Background: an optimization exercise with open tools, aiming at small area. Do not read the settings as production practice. In this exercise RTL edits were held to simulation tests only and were not proved equivalent to the original. No activity file was given, so power comes from the tool's default toggle rates.

Setup of cedar:
==> flow/design.v <==
`timescale 1ns/1ps
package cpu_pkg;
    localparam int XLEN = 16;
endpackage
`timescale 1ns/1ps
`timescale 1ns/1ps
`timescale 1ns/1ps
`timescale 1ns/1ps
`timescale 1ns/1ps
`timescale 1ns/1ps
`timescale 1ns/1ps
module cpu_top (
    input  logic        clk,
    input  logic        rst,
    input  logic [15:0] instr_in,
    input  logic [15:0] pmem_data_in,
    output logic [15:0] pc,
    output logic [15:0] pmem_data_out,
    output logic [15:0] pmem_addr_out,
    output logic        pmem_write
);
    logic [4:0]  cnt;
    logic        clr;       
    logic [15:0] rf [8];
    logic [15:0] pcr;
    logic [15:1] ar;
    logic [15:1] dr;
    logic [3:0]  sreg;
    logic        cy;
    logic        ncy;
    logic        zf;
    always_ff @(posedge clk or posedge rst) begin
        if (rst) begin
            cnt <= '0;
            clr <= 1'b1;
        end else begin
            cnt <= cnt + 5'd1;
            if (cnt == 5'd31) clr <= 1'b0;
        end
    end
    wire       w2 = cnt[4];
    wire [3:0] t  = cnt[3:0];
    wire       c15 = !w2 && (t == 4'd15);
    wire [1:0] cls  = instr_in[15:14];
    wire       form = instr_in[13];
    wire [2:0] op   = instr_in[12:10];
    wire [2:0] dst  = instr_in[9:7];
    wire [2:0] rs1  = instr_in[6:4];
    wire [2:0] rs2  = instr_in[3:1];
    wire [3:0] imm  = instr_in[3:0];
    wire is_alu   = (cls == 2'b01);
    wire is_jump  = (cls == 2'b10);
    wire is_load  = (cls == 2'b00) && (op == 3'd0);
    wire is_store = (cls == 2'b00) && (op == 3'd1);
    wire use_imm  = form || is_store;
    wire is_sub   = is_alu && ((op == 3'd1) || (op == 3'd7));
    wire is_shl   = is_alu && (op == 3'd5);
    wire is_shr   = is_alu && (op == 3'd6);
    wire [2:0] rs2sel = is_store ? dst : rs2;
    wire rd1 = rf[rs1][0];
    wire rd2 = rf[rs2sel][0];
    logic immbit;
    always_comb begin
        case (t)
            4'd0:    immbit = imm[0];
            4'd1:    immbit = imm[1];
            4'd2:    immbit = imm[2];
            default: immbit = imm[3];
        endcase
    end
    wire b = use_imm ? immbit : rd2;
    wire bx   = b ^ is_sub;
    wire cin  = (t == 4'd0) ? is_sub : cy;
    wire sum  = rd1 ^ bx ^ cin;
    wire cout = (rd1 & bx) | (cin & (rd1 ^ bx));
    wire lt   = (rd1 ^ b) ? rd1 : sum;
    always_ff @(posedge clk) cy <= c15 ? lt : cout;
    always_ff @(posedge clk) begin
        if (!w2 && (t < 4'd4)) sreg <= {rd2, sreg[3:1]};
    end
    wire [3:0]  s   = form ? imm : sreg;
    wire [3:0]  k   = is_shl ? (4'd0 - s) : s;
    wire [15:0] drx = {dr, rd1};
    wire        tap = drx[k];
    wire dr_in = w2 ? (is_shl && rd1) : (!is_shl && (is_shr ? rd1 : rd2));
    wire cap   = is_load && w2 && (t == 4'd0);
    always_ff @(posedge clk) begin
        if (cap) dr <= pmem_data_in[15:1];
        else     dr <= {dr_in, dr[15:2]};
    end
    logic res;
    always_comb begin
        case (op)
            3'd0, 3'd1: res = sum;
            3'd2:       res = rd1 & b;
            3'd3:       res = rd1 | b;
            3'd4:       res = rd1 ^ b;
            3'd5, 3'd6: res = tap;
            default:    res = (t == 4'd0) && cy;
        endcase
    end
    wire ldbit = (t == 4'd0) ? pmem_data_in[0] : dr[1];
    wire wd    = is_load ? ldbit : res;
    wire we    = w2 && (is_alu || is_load);
    always_ff @(posedge clk) begin
        for (int i = 0; i < 8; i++) begin
            rf[i] <= {(clr || (we && (dst == 3'(i)))) ? (wd && !clr) : rf[i][0], rf[i][15:1]};
        end
    end
    wire zero_now = ((t == 4'd0) || zf) && !rd1;
    logic cond;
    always_comb begin
        case (op)
            3'd1:    cond = 1'b1;
            3'd2:    cond = zero_now;
            3'd3:    cond = !zero_now;
            3'd4:    cond = rd1;
            default: cond = 1'b0;
        endcase
    end
    wire take_live = is_jump && cond;
    always_ff @(posedge clk) begin
        if (!w2) zf <= (t == 4'd15) ? take_live : zero_now;
    end
    wire take = c15 ? take_live : zf;
    wire [15:0] pcrot = {pcr[0], pcr[15:1]};
    wire        pcbit = pcrot[t];
    logic nimm;
    always_comb begin
        case (t)
            4'd15:   nimm = imm[0];
            4'd0:    nimm = imm[1];
            4'd1:    nimm = imm[2];
            default: nimm = imm[3];
        endcase
    end
    wire addend = take && form && nimm;
    wire ncin   = c15 ? !take : ncy;
    wire nsum   = pcbit ^ addend ^ ncin;
    wire ncout  = (pcbit & addend) | (ncin & (pcbit ^ addend));
    wire npc_bit = !clr && ((take && !form) ? dr[1] : nsum);
    always_ff @(posedge clk) ncy <= ncout;
    wire ar_in = (!w2 && (t != 4'd15)) ? sum : npc_bit;
    always_ff @(posedge clk) begin
        ar <= {ar_in, ar[15:2]};
        if (cnt == 5'd30) pcr <= {npc_bit, ar};
    end
    assign pc            = pcr;
    assign pmem_addr_out = {sum, ar};
    assign pmem_data_out = {rd2, dr};
    assign pmem_write    = !clr && c15 && is_store;
endmodule
clock: 10.0 ns
lec_check: 0
cap_margin: 20
core_margin: 2
core_utilization: 65
slew_margin: 20
standard.sh (not shown) runs the stock make flow with config.mk's settings and CLKGATE_MAP_FILE= SYNTH_SCRIPT=/design/flow/synth_recipe.tcl, a recipe that flattens the netlist after the stock synthesis.
==> flow/flow/run.sh <==
#!/bin/bash
# The standard layout (standard.sh) with two changes:
#  - port buffers are plain buf_1 cells
#  - clock tree built from small clock buffers, without dummy loads
export BUFFER_PORTS_ARGS="-buffer_cell sky130_fd_sc_hd__buf_1"
export CTS_ARGS="-sink_clustering_enable -repair_clock_nets -buf_list sky130_fd_sc_hd__clkbuf_8 -root_buf sky130_fd_sc_hd__clkbuf_8 -sink_clustering_size 20 -sink_clustering_max_diameter 60 -dont_use_dummy_load"
bash standard.sh > standard.log 2>&1
cedar: full flow OK, the timing, DRC and antenna checks passed
--- input diff cedar..sierra ---
- CORE_UTILIZATION now 40, was 65
==> flow/run.sh (new file) <==
#!/bin/bash
# synth_recipe.tcl (not shown) runs the flow's synth.tcl, then flattens the netlist and writes it again
# the make line also repeats each setting of config.mk as NAME=value (left out here)
make -C /OpenROAD-flow-scripts/flow DESIGN_CONFIG=/design/flow/config.mk WORK_HOME=/design/flow/orfs CLKGATE_MAP_FILE= SYNTH_SCRIPT=/design/flow/synth_recipe.tcl finish
removed: flow/flow/run.sh
removed: flow/standard.sh
### Flow results
Of cedar and sierra, the run reporting the lower power was cedar.
Diff cedar..sierra | critical path depth | unchanged
sierra gives less register-to-register slack than cedar did.
Diff cedar and sierra: mean routed wirelength per cell lower in sierra
Delta (sierra minus cedar): largest vdd supply drop has decreased, clock-cell share of area +4.4 points, tightest hold margin higher, sequential cell count held.

Starts from the design.v that is shown in full above.
Settings: LEC_CHECK=0, CAP_MARGIN=20, CORE_MARGIN=2, CORE_UTILIZATION=65, SLEW_MARGIN=20; clock period 10.0 ns.
==> flow/flow/run.sh <==
#!/bin/bash
# The standard layout (standard.sh) with two changes:
#  - port buffers are plain buf_1 cells
#  - clock tree built from small clock buffers, without dummy loads
export BUFFER_PORTS_ARGS="-buffer_cell sky130_fd_sc_hd__buf_1"
export CTS_ARGS="-sink_clustering_enable -repair_clock_nets -buf_list sky130_fd_sc_hd__clkbuf_8 -root_buf sky130_fd_sc_hd__clkbuf_8 -sink_clustering_size 30 -sink_clustering_max_diameter 100 -dont_use_dummy_load"
bash standard.sh > standard.log 2>&1
Next try:
==> flow/flow/run.sh (replaced) <==
#!/bin/bash
# The standard layout (standard.sh) with three changes:
#  - ABC maps the logic with the area-oriented script flow/abc.script
#    (a copy of ORFS's scripts folder with only that script replaced)
#  - port buffers are plain buf_1 cells
#  - clock tree built from small clock buffers, without dummy loads
set -e
rm -rf scripts
cp -r "$FLOW_HOME/scripts" scripts
cp flow/abc.script scripts/abc_speed.script
cp flow/abc.script scripts/abc_area.script
export SCRIPTS_DIR="$PWD/scripts"
export BUFFER_PORTS_ARGS="-buffer_cell sky130_fd_sc_hd__buf_1"
export CTS_ARGS="-sink_clustering_enable -repair_clock_nets -buf_list sky130_fd_sc_hd__clkbuf_8 -root_buf sky130_fd_sc_hd__clkbuf_8 -sink_clustering_size 20 -sink_clustering_max_diameter 60 -dont_use_dummy_load"
bash standard.sh > standard.log 2>&1
==> flow/flow/abc.script (new file) <==
strash
&get -n
&dch -f
&nf -R 1000 -p
&put
After rerunning: Non-clock buffer count climbs by 1. Total power drops by 3.5%. Setup slack degrades by 0.28 ns. Global-route usage climbs by 2.7 points.

## the previous run
cpu_top, a different RTL version from the one above (not shown whole).
Size: ~380 cells after synthesis, about 190 flip-flops, about 0.0053 mm² of cells after synthesis.
==> flow/design.v (excerpt) <==
module cpu_top (
    input  logic        clk,
    input  logic        rst,
    input  logic [15:0] instr_in,
    input  logic [15:0] pmem_data_in,
    output logic [15:0] pc,
    output logic [15:0] pmem_data_out,
    output logic [15:0] pmem_addr_out,
    output logic        pmem_write
);
Settings: LEC_CHECK=0, CAP_MARGIN=20, CORE_MARGIN=2, CORE_UTILIZATION=65, SLEW_MARGIN=20; clock period 10.0 ns.
==> flow/flow/run.sh <==
#!/bin/bash
# The standard layout (standard.sh) with these changes:
#  - ABC maps all the logic, full adders included (no ADDER_MAP_FILE), with
#    the area-oriented script flow/abc.script (in a copy of ORFS's scripts
#    folder where only the ABC scripts are replaced)
#  - port buffers are plain buf_1 cells
#  - clock tree built from clkbuf_8 cells, without dummy loads
# Every tool's output is in standard.log and in orfs/logs.
set -e
rm -rf scripts
cp -r "$FLOW_HOME/scripts" scripts
cp flow/abc.script scripts/abc_speed.script
cp flow/abc.script scripts/abc_area.script
export SCRIPTS_DIR="$PWD/scripts"
export ADDER_MAP_FILE=
export BUFFER_PORTS_ARGS="-buffer_cell sky130_fd_sc_hd__buf_1"
export CTS_ARGS="-sink_clustering_enable -repair_clock_nets -buf_list sky130_fd_sc_hd__clkbuf_8 -root_buf sky130_fd_sc_hd__clkbuf_8 -sink_clustering_size 20 -sink_clustering_max_diameter 60 -dont_use_dummy_load"
bash standard.sh > standard.log 2>&1
==> flow/flow/abc.script <==
strash
&get -n
&dch -f
&nf -R 1000 -p
&put
strash
&get -n
&dch -f
&nf -R 1000 -p
&put
The inputs of the current run differ from those of the previous run as listed below.
==> flow/flow/run.sh <==
#!/bin/bash
# The standard layout (standard.sh) with three changes:
#  - ABC maps the logic with the area-oriented script flow/abc.script
#    (a copy of ORFS's scripts folder with only that script replaced)
#  - port buffers are plain buf_1 cells
#  - clock tree built from small clock buffers, without dummy loads
set -e
rm -rf scripts
cp -r "$FLOW_HOME/scripts" scripts
cp flow/abc.script scripts/abc_speed.script
cp flow/abc.script scripts/abc_area.script
export SCRIPTS_DIR="$PWD/scripts"
export BUFFER_PORTS_ARGS="-buffer_cell sky130_fd_sc_hd__buf_1"
export CTS_ARGS="-sink_clustering_enable -repair_clock_nets -buf_list sky130_fd_sc_hd__clkbuf_8 -root_buf sky130_fd_sc_hd__clkbuf_8 -sink_clustering_size 20 -sink_clustering_max_diameter 60 -dont_use_dummy_load"
bash standard.sh > standard.log 2>&1
==> flow/flow/abc.script <==
strash
&get -n
&dch -f
&nf -R 1000 -p
&put
Taking the previous run as the reference point, the adder-cell share of the synthesized area of the current run rises by 2.7 points.
From the previous run to the current run the numbers moved as follows: hold slack now larger; final instance area now larger; final critical path time including I/O delays and setup now larger.
Looking only at remaining max-slew budget at the tightest pin, and setting everything else aside, the lower value of the current run and the previous run goes to the previous run.
Compared with the previous run, in the current run power attributed to the clock group about even, highest cell delay on the worst timing path rose 0.05 ns, worst-case reg-to-reg path depth fell 1.
In the current run, area share of xor/xnor cells in the synthesized design is lower than in the previous run.
On the current run: cell area reported after detailed placement is about 1.6% higher than what the previous run gave.
Wire length of the first global-routing pass, the current run and the previous run: lower on the current run

## afterwards: timing with drivers on the ports
The flow's constraints put no driver on any port. The routed layouts listed below were extracted and timed again, unchanged, in two steps. Step 1 assumes that a clkbuf_16 drives the clock port and a buf_2 every other input. Step 2 times the ports against the registers' clock, not the clock port: input delays grow and output delays shrink by t, the midpoint of the rising clock arrivals with the driver on. Slacks: ideal / step 1 / step 2; pairs: ideal / step 1.
| run | shift t [ns] | setup slack, ns | worst hold slack (ns) | latest minus earliest clock arrival (ns) |
|---|---|---|---|---|
| cedar | 0.460 | 2.710 / 2.688 / 2.688 | 0.287 / 0.287 / 0.287 | 0.052 / 0.052 |
| sierra | 0.453 | 1.898 / 1.862 / 1.862 | 0.323 / 0.323 / 0.323 | 0.010 / 0.010 |
| the first run of note 2 | 0.460 | 2.710 / 2.688 / 2.688 | 0.287 / 0.287 / 0.287 | 0.052 / 0.052 |
| the second run of note 2 | 0.464 | 2.427 / 2.407 / 2.407 | 0.287 / 0.287 / 0.287 | 0.055 / 0.055 |
| the previous run | 0.458 | 2.439 / 2.417 / 2.417 | 0.307 / 0.307 / 0.307 | 0.035 / 0.035 |
| the current run | 0.451 | 2.407 / 2.380 / 2.380 | 0.313 / 0.313 / 0.313 | 0.049 / 0.049 |
After both steps setup and hold are still met in every run listed. The setup slack of sierra, which loses most, moves by -0.036 ns with the drivers and by -0.036 ns with both steps.
